This is an optimization exercise on Yosys and OpenROAD, whose aim is small area, a short achievable clock period and few clock cycles per item, not a production implementation.
RTL that was checked went through simulation tests only; none was proved equivalent to the original.
Power is estimated from default activity; no workload was simulated.

==> inputs of run P <==
==> flow/design.v (excerpt) <==
module audio_resample_packetizer_unit (
  input  wire logic                       clk_i,
  input  wire logic                       rst_ni,
  input  wire logic                       in_valid_i,
  output logic                            in_ready_o,
  input  wire logic [31:0]                in_first_channel_i,
  input  wire logic [31:0]                in_second_channel_i,
  input  wire logic                       in_buffer_start_i,
  input  wire logic                       in_silent_i,
  input  wire logic [63:0]                in_time_ns_i,
  output logic                            out_valid_o,
  input  wire logic                       out_ready_i,
  output logic [15:0]                     out_left_sample_o,
  output logic [15:0]                     out_right_sample_o,
  output logic [15:0]                     out_packet_sequence_o,
  output logic                            out_first_of_packet_o,
  output logic                            out_last_of_packet_o,
  output logic [63:0]                     out_packet_time_ns_o,
  output logic                            out_last_of_run_o,
  input  wire logic                       cfg_we_i,
  ...
clock: 8.0 ns
lec_check: 0
cap_margin: 20
core_margin: 2
core_utilization: 40
place_density: 0.6
setup_slack_margin: 4.5
slew_margin: 20
run.sh (not shown) runs the stock make flow with config.mk's settings and CLKGATE_MAP_FILE= SYNTH_SCRIPT=/design/flow/synth_recipe.tcl, a recipe that flattens the netlist after the stock synthesis.
==> run D (differences from run P) <==
--- a/flow/design.v
+++ b/flow/design.v
@@ -1,15 +1,15 @@
 `default_nettype none
 package arp_pkg;
   localparam int unsigned PACKET_FRAMES = 960;
   localparam int unsigned OUTPUT_RATE   = 48000;
   localparam int unsigned MIN_RATE      = 8000;
   localparam int unsigned RATE_W  = 19;
-  localparam int unsigned PHASE_W = 21;   
+  localparam int unsigned PHASE_W = 20;   
   localparam int unsigned FRAME_W = 10;
   localparam int unsigned CFG_W   = 19;
   localparam int unsigned CIDX_W  = 2;
   localparam logic [CIDX_W-1:0] REG_SOURCE_RATE   = 2'd0;
   localparam logic [CIDX_W-1:0] REG_SAMPLE_FORMAT = 2'd1;
   localparam logic [CIDX_W-1:0] REG_STEREO_SOURCE = 2'd2;
   localparam logic [1:0] FMT_FLOAT = 2'd0;
   localparam logic [1:0] FMT_PCM16 = 2'd1;
@@ -67,32 +67,32 @@
   input  wire logic [3:0]  u_i,
   input  wire logic        st_i,
   input  wire logic        sgn_i,
   input  wire logic        big_i,
   input  wire logic        tiny_i,
   input  wire logic        float_i,
   output logic      [15:0] sample_o
 );
-  logic [15:0] sh1, sh2, sh3, sh4, lmask, af, fin;
+  logic [15:0] sh1, sh2, sh3, sh4, af, fin;
   logic        g2, s2, r2, rf;
   arp_add #(.W(16)) u_inc (
     .a_i (af ^ {16{sgn_i}}),
     .b_i (16'd0),
     .c_i (rf ^ sgn_i),
     .s_o (fin)
   );
   always_comb begin
     sh1   = u_i[3] ? {8'd0, v_i[15:8]} : v_i;
     sh2   = u_i[2] ? {4'd0, sh1[15:4]} : sh1;
     sh3   = u_i[1] ? {2'd0, sh2[15:2]} : sh2;
     sh4   = u_i[0] ? {1'd0, sh3[15:1]} : sh3;
     g2    = sh4[0];
-    lmask = ~(16'hFFFF << u_i);
-    s2    = st_i | (|(v_i & lmask));
+    s2    = st_i | (u_i[3] && (|v_i[7:0])) | (u_i[2] && (|sh1[3:0]))
+          | (u_i[1] && (|sh2[1:0])) | (u_i[0] && sh3[0]);
     r2    = g2 && (s2 || sh4[1]);
     if (big_i) begin
       af = 16'h7FFF;
       rf = 1'b0;
     end else if (tiny_i) begin
       af = 16'h0000;
       rf = 1'b0;
     end else begin
@@ -107,20 +107,20 @@
 module arp_add #(
   parameter int unsigned W = 8
 ) (
   input  wire logic [W-1:0] a_i,
   input  wire logic [W-1:0] b_i,
   input  wire logic         c_i,
   output logic      [W-1:0] s_o
 );
-  localparam int unsigned L = (W > 1) ? $clog2(W) : 1;
+  localparam int unsigned L = (W > 16) ? 5 : (W > 8) ? 4 : (W > 4) ? 3 : (W > 2) ? 2 : 1;
   logic [W-1:0] p;
-  logic [W-1:0] gg [L+1];
-  logic [W-1:0] pp [L+1];
+  logic [L:0][W-1:0] gg;
+  logic [L:0][W-1:0] pp;
   logic [W-1:0] cy;
   always_comb begin
     p     = a_i ^ b_i;
     gg[0] = a_i & b_i;
     pp[0] = p;
     for (int l = 0; l < L; l++) begin
       gg[l+1] = gg[l];
       pp[l+1] = pp[l];
@@ -158,17 +158,17 @@
   output logic [63:0]                     out_packet_time_ns_o,
   output logic                            out_last_of_run_o,
   input  wire logic                       cfg_we_i,
   input  wire logic [arp_pkg::CIDX_W-1:0] cfg_index_i,
   input  wire logic [arp_pkg::CFG_W-1:0]  cfg_wdata_i
 );
   localparam int unsigned PW = arp_pkg::PHASE_W;
   localparam int unsigned RW = arp_pkg::RATE_W;
-  localparam logic [PW-1:0] NEG_OUT = -PW'(arp_pkg::OUTPUT_RATE);
+  localparam logic [PW-1:0] NEG_OUT = 20'hF4480;
   logic [RW-1:0] rate_q;
   logic [1:0]    fmt_q;
   logic          stereo_q;
   logic [RW-1:0] wrate;
   assign wrate = (cfg_wdata_i[RW-1:0] < RW'(arp_pkg::MIN_RATE))
                ? RW'(arp_pkg::MIN_RATE) : cfg_wdata_i[RW-1:0];
   always_ff @(posedge clk_i or negedge rst_ni) begin
     if (!rst_ni) begin
@@ -200,106 +200,137 @@
   );
   logic               e_v, e_prod;
   logic [15:0]        e_l, e_r;
   logic [PW-1:0]      d_q, dn_q;
   logic [arp_pkg::FRAME_W-1:0] fip_q;
   logic [15:0]        seq_q;
   logic               first_q, plast_q, near_q;
   logic below, last, ov, take, step, fin, e_free, load_e, i_prod;
-  logic hw, ef_now, ef_take, rdy_now, rdy_take;
   logic [PW-1:0] res, rm, res_m, res_r, dn_r;
   logic [15:0]   cl, cr;
   assign below  = d_q[PW-1];
   assign last   = !dn_q[PW-1];
   assign ov     = e_v && below && e_prod;
   assign take   = ov && out_ready_i;
   assign step   = e_v && below && (take || !e_prod);
   assign fin    = e_v && (!below || (last && step));
   assign e_free = !e_v || fin;
   assign load_e = e_free && i_v;
   assign i_prod = i_silent || (fmt_q != arp_pkg::FMT_NONE);
-  assign hw       = !(i_v && !i_prod) && !(e_v && below && !e_prod && !last);
-  assign ef_now   = !e_v || !below || (last && !e_prod);
-  assign ef_take  = ov && last;
-  assign rdy_now  = hw && (i_v ? (!near_q && ef_now) : (!near_q || ef_now));
-  assign rdy_take = hw && ef_take && !(i_v && near_q);
-  assign in_ready_o = rdy_now || (rdy_take && out_ready_i);
+  function automatic logic [1:0] ready_terms(
+    input logic iv, input logic iprod, input logic ev, input logic bel,
+    input logic lst, input logic eprod, input logic nr
+  );
+    logic h, en, et;
+    h  = !(iv && !iprod) && !(ev && bel && !eprod && !lst);
+    en = !ev || !bel || (lst && !eprod);
+    et = ev && bel && eprod && lst;
+    ready_terms = {h && (iv ? (!nr && en) : (!nr || en)),
+                   h && et && !(iv && nr)};
+  endfunction
+  logic          rdy_now_q, rdy_take_q;
+  logic          nx_iv, nx_isil, nx_iprod, nx_ev, nx_eprod, nx_near;
+  logic [1:0]    nx_fmt, nx_rdy;
+  logic [PW-1:0] nx_d, nx_dn;
+  assign in_ready_o = rdy_now_q || (rdy_take_q && out_ready_i);
+  logic          i_load;
+  logic [1:0]    cur_rdy;
+  assign cur_rdy = ready_terms(i_v, i_prod, e_v, below, last, e_prod, near_q);
+  assign i_load  = cur_rdy[1] || (cur_rdy[0] && out_ready_i);
   assign res = below ? dn_q : d_q;
   assign rm  = PW'(rate_q) + NEG_OUT;
   arp_add #(.W(PW)) u_res_m (.a_i(res),  .b_i(NEG_OUT),     .c_i(1'b0), .s_o(res_m));
   arp_add #(.W(PW)) u_res_r (.a_i(res),  .b_i(rm),          .c_i(1'b0), .s_o(res_r));
   arp_add #(.W(PW)) u_dn_r  (.a_i(dn_q), .b_i(PW'(rate_q)), .c_i(1'b0), .s_o(dn_r));
   arp_conv_post u_post1 (
     .v_i (i_v1), .u_i (i_u1), .st_i (i_st1), .sgn_i (i_sg1), .big_i (i_bg1), .tiny_i (i_tn1),
     .float_i (fmt_q == arp_pkg::FMT_FLOAT), .sample_o (cl)
   );
   arp_conv_post u_post2 (
     .v_i (i_v2), .u_i (i_u2), .st_i (i_st2), .sgn_i (i_sg2), .big_i (i_bg2), .tiny_i (i_tn2),
     .float_i (fmt_q == arp_pkg::FMT_FLOAT), .sample_o (cr)
   );
+  always_comb begin
+    nx_iv    = i_load ? in_valid_i : (i_v && !load_e);
+    nx_isil  = i_load ? in_silent_i : i_silent;
+    nx_fmt   = (cfg_we_i && cfg_index_i == arp_pkg::REG_SAMPLE_FORMAT)
+             ? cfg_wdata_i[1:0] : fmt_q;
+    nx_iprod = nx_isil || (nx_fmt != arp_pkg::FMT_NONE);
+    nx_ev    = load_e || (e_v && !fin);
+    nx_eprod = load_e ? i_prod : e_prod;
+    nx_near  = take ? (!plast_q && (fip_q >= arp_pkg::FRAME_W'(arp_pkg::PACKET_FRAMES - 13)))
+                    : near_q;
+    nx_d  = d_q;
+    nx_dn = dn_q;
+    if (load_e) begin
+      nx_d  = i_start ? NEG_OUT : res_m;
+      nx_dn = i_start ? rm : res_r;
+    end else if (fin) begin
+      nx_d  = res;
+    end else if (step) begin
+      nx_d  = dn_q;
+      nx_dn = dn_r;
+    end
+    nx_rdy = ready_terms(nx_iv, nx_iprod, nx_ev, nx_d[PW-1], !nx_dn[PW-1], nx_eprod, nx_near);
+  end
   always_ff @(posedge clk_i) begin
-    if (in_ready_o) begin
+    if (i_load) begin
       i_v1     <= pv1;
       i_u1     <= pu1;
       i_st1    <= pst1;
       i_sg1    <= psg1;
       i_bg1    <= pbg1;
       i_tn1    <= ptn1;
       i_v2     <= pv2;
       i_u2     <= pu2;
       i_st2    <= pst2;
       i_sg2    <= psg2;
       i_bg2    <= pbg2;
       i_tn2    <= ptn2;
       i_start  <= in_buffer_start_i;
       i_silent <= in_silent_i;
       t_q      <= in_time_ns_i;
     end
+    dn_q <= nx_dn;
     if (load_e) begin
       e_l    <= i_silent ? 16'd0 : cl;
       e_r    <= i_silent ? 16'd0 : (stereo_q ? cr : cl);
       e_prod <= i_prod;
     end
   end
   always_ff @(posedge clk_i or negedge rst_ni) begin
     if (!rst_ni) begin
       i_v     <= 1'b0;
       e_v     <= 1'b0;
       d_q     <= '0;
-      dn_q    <= '0;
       fip_q   <= '0;
       seq_q   <= '0;
       first_q <= 1'b1;
       plast_q <= 1'b0;
       near_q  <= 1'b0;
+      rdy_now_q  <= 1'b1;
+      rdy_take_q <= 1'b0;
     end else begin
-      if (in_ready_o) i_v <= in_valid_i;
+      rdy_now_q  <= nx_rdy[1];
+      rdy_take_q <= nx_rdy[0];
+      near_q     <= nx_near;
+      if (i_load) i_v <= in_valid_i;
       else if (load_e) i_v <= 1'b0;
-      if (load_e) begin
-        e_v  <= 1'b1;
-        d_q  <= i_start ? NEG_OUT : res_m;
-        dn_q <= i_start ? rm : res_r;
-      end else if (fin) begin
-        e_v  <= 1'b0;
-        d_q  <= res;
-      end else if (step) begin
-        d_q  <= dn_q;
-        dn_q <= dn_r;
-      end
+      e_v  <= nx_ev;
+      d_q  <= nx_d;
       if (take) begin
         if (plast_q) begin
           fip_q <= '0;
           seq_q <= seq_q + 16'd1;
         end else begin
           fip_q <= fip_q + arp_pkg::FRAME_W'(1);
         end
         first_q <= plast_q;
         plast_q <= (fip_q == arp_pkg::FRAME_W'(arp_pkg::PACKET_FRAMES - 2));
-        near_q  <= !plast_q && (fip_q >= arp_pkg::FRAME_W'(arp_pkg::PACKET_FRAMES - 13));
       end
     end
   end
   assign out_valid_o           = ov;
   assign out_left_sample_o     = e_l;
   assign out_right_sample_o    = e_r;
   assign out_packet_sequence_o = seq_q;
   assign out_first_of_packet_o = first_q;
==> flow/flow/run.sh (new file) <==
#!/bin/bash
# Own layout flow: the standard flow, with every input and output port
# buffered by the smallest buffer (sky130_fd_sc_hd__buf_1) instead of the
# resizer's default choice. Everything else is the standard.sh.
set -euo pipefail
export BUFFER_PORTS_ARGS="-buffer_cell sky130_fd_sc_hd__buf_1"
bash standard.sh finish > flow_standard.log 2>&1 || { tail -50 flow_standard.log; exit 1; }
tail -5 flow_standard.log
==> flow/standard.sh (new file) <==
#!/bin/bash
# synth_recipe.tcl (not shown) runs the flow's synth.tcl, then flattens the netlist and writes it again
# the make line also repeats each setting of config.mk as NAME=value (left out here)
make -C /OpenROAD-flow-scripts/flow DESIGN_CONFIG=/design/flow/config.mk WORK_HOME=/design/flow/orfs CLKGATE_MAP_FILE= SYNTH_SCRIPT=/design/flow/synth_recipe.tcl "${@:-finish}"
Settings changed: CORE_UTILIZATION 40 to 55, CTS_BUF_LIST from default to sky130_fd_sc_hd__clkbuf_8, CTS_CLUSTER_SIZE from default to 20, PLACE_DENSITY 0.6 to 0.7, SETUP_SLACK_MARGIN 4.5 to 4.3.
removed: flow/run.sh
==> notes.md <==
metric                                                        run D       run P
Number of resized instances in the post-cts repair step          53         207
Met2 capacity usage during global routing                     0.456       0.378
Number of flops mapped to enable cells by yosys                 164         147
Sequential element share of the synthesized area              0.400       0.384
Half-perimeter wire length after detailed placement       34,400 um   40,500 um
Cell count after synthesis                                    1,742       1,880
Global-route usage over all layers                            0.286       0.239
Worst path buffer plus inverter count                             2           3
Design area                                              0.0204 mm2  0.0234 mm2
Multi-In Gates                                                1,328       1,434
Layout Utilization                                            0.664       0.532
Final Non-Filler Cells                                        2,477       2,827
Post-synthesis instance area                             0.0172 mm2  0.0177 mm2
Die outline area                                         0.0327 mm2  0.0460 mm2
Reported net switching power                                3.18 mW     1.99 mW
Distinct cell type count after synthesis                         84          97
Inverters                                                        79          97
Compound-gate portion of the synthesized area                 0.153       0.193
Clk_skew                                                  0.0403 ns   0.0191 ns
Multi-input gate area in the final layout                0.0101 mm2  0.0108 mm2
Xor/xnor share of the synthesized area                       0.0688      0.0568
Outcome                                    timing/DRC/antenna clean  timing/DRC/antenna clean
Testbench counts of run D, summed over its fixed seeds: cycles 10,882, items 6,400.
The RTL of run P was laid out without a check of its function.

==> static timing again, ports no longer ideal <==
How much do the figures lean on ideal ports? The routed layouts below were timed once more, with nothing changed but the port constraints. Step 1 sets driving cells, clkbuf_16 on the clock port and buf_2 on the other inputs (assumed; they add their load-dependent delay and slew). Step 2 moves the port delays by t, midway between the first and last clock arrival at a register: inputs arrive t later, outputs are due t later. That takes back most of the time a late clock gives input paths. Slacks: no drivers / after step 1 / after step 2; pairs: no drivers / after step 1.
run | t (ns) | setup WS [ns] | worst hold slack (ns) | worst setup path at the end | slew at the worst register clock pin (ns)
run P | 0.635 | 3.809 / 3.757 / 3.757 | 0.481 / 0.481 / 0.481 | input to output | 0.07 / 0.07
run D | 0.644 | 4.236 / 4.238 / 3.594 | 0.480 / 0.480 / 0.480 | input to register | 0.07 / 0.07
After both steps setup and hold are still met in every run listed. The setup slack of run D, which loses most, moves by +0.002 ns with the drivers and by -0.642 ns with both steps.
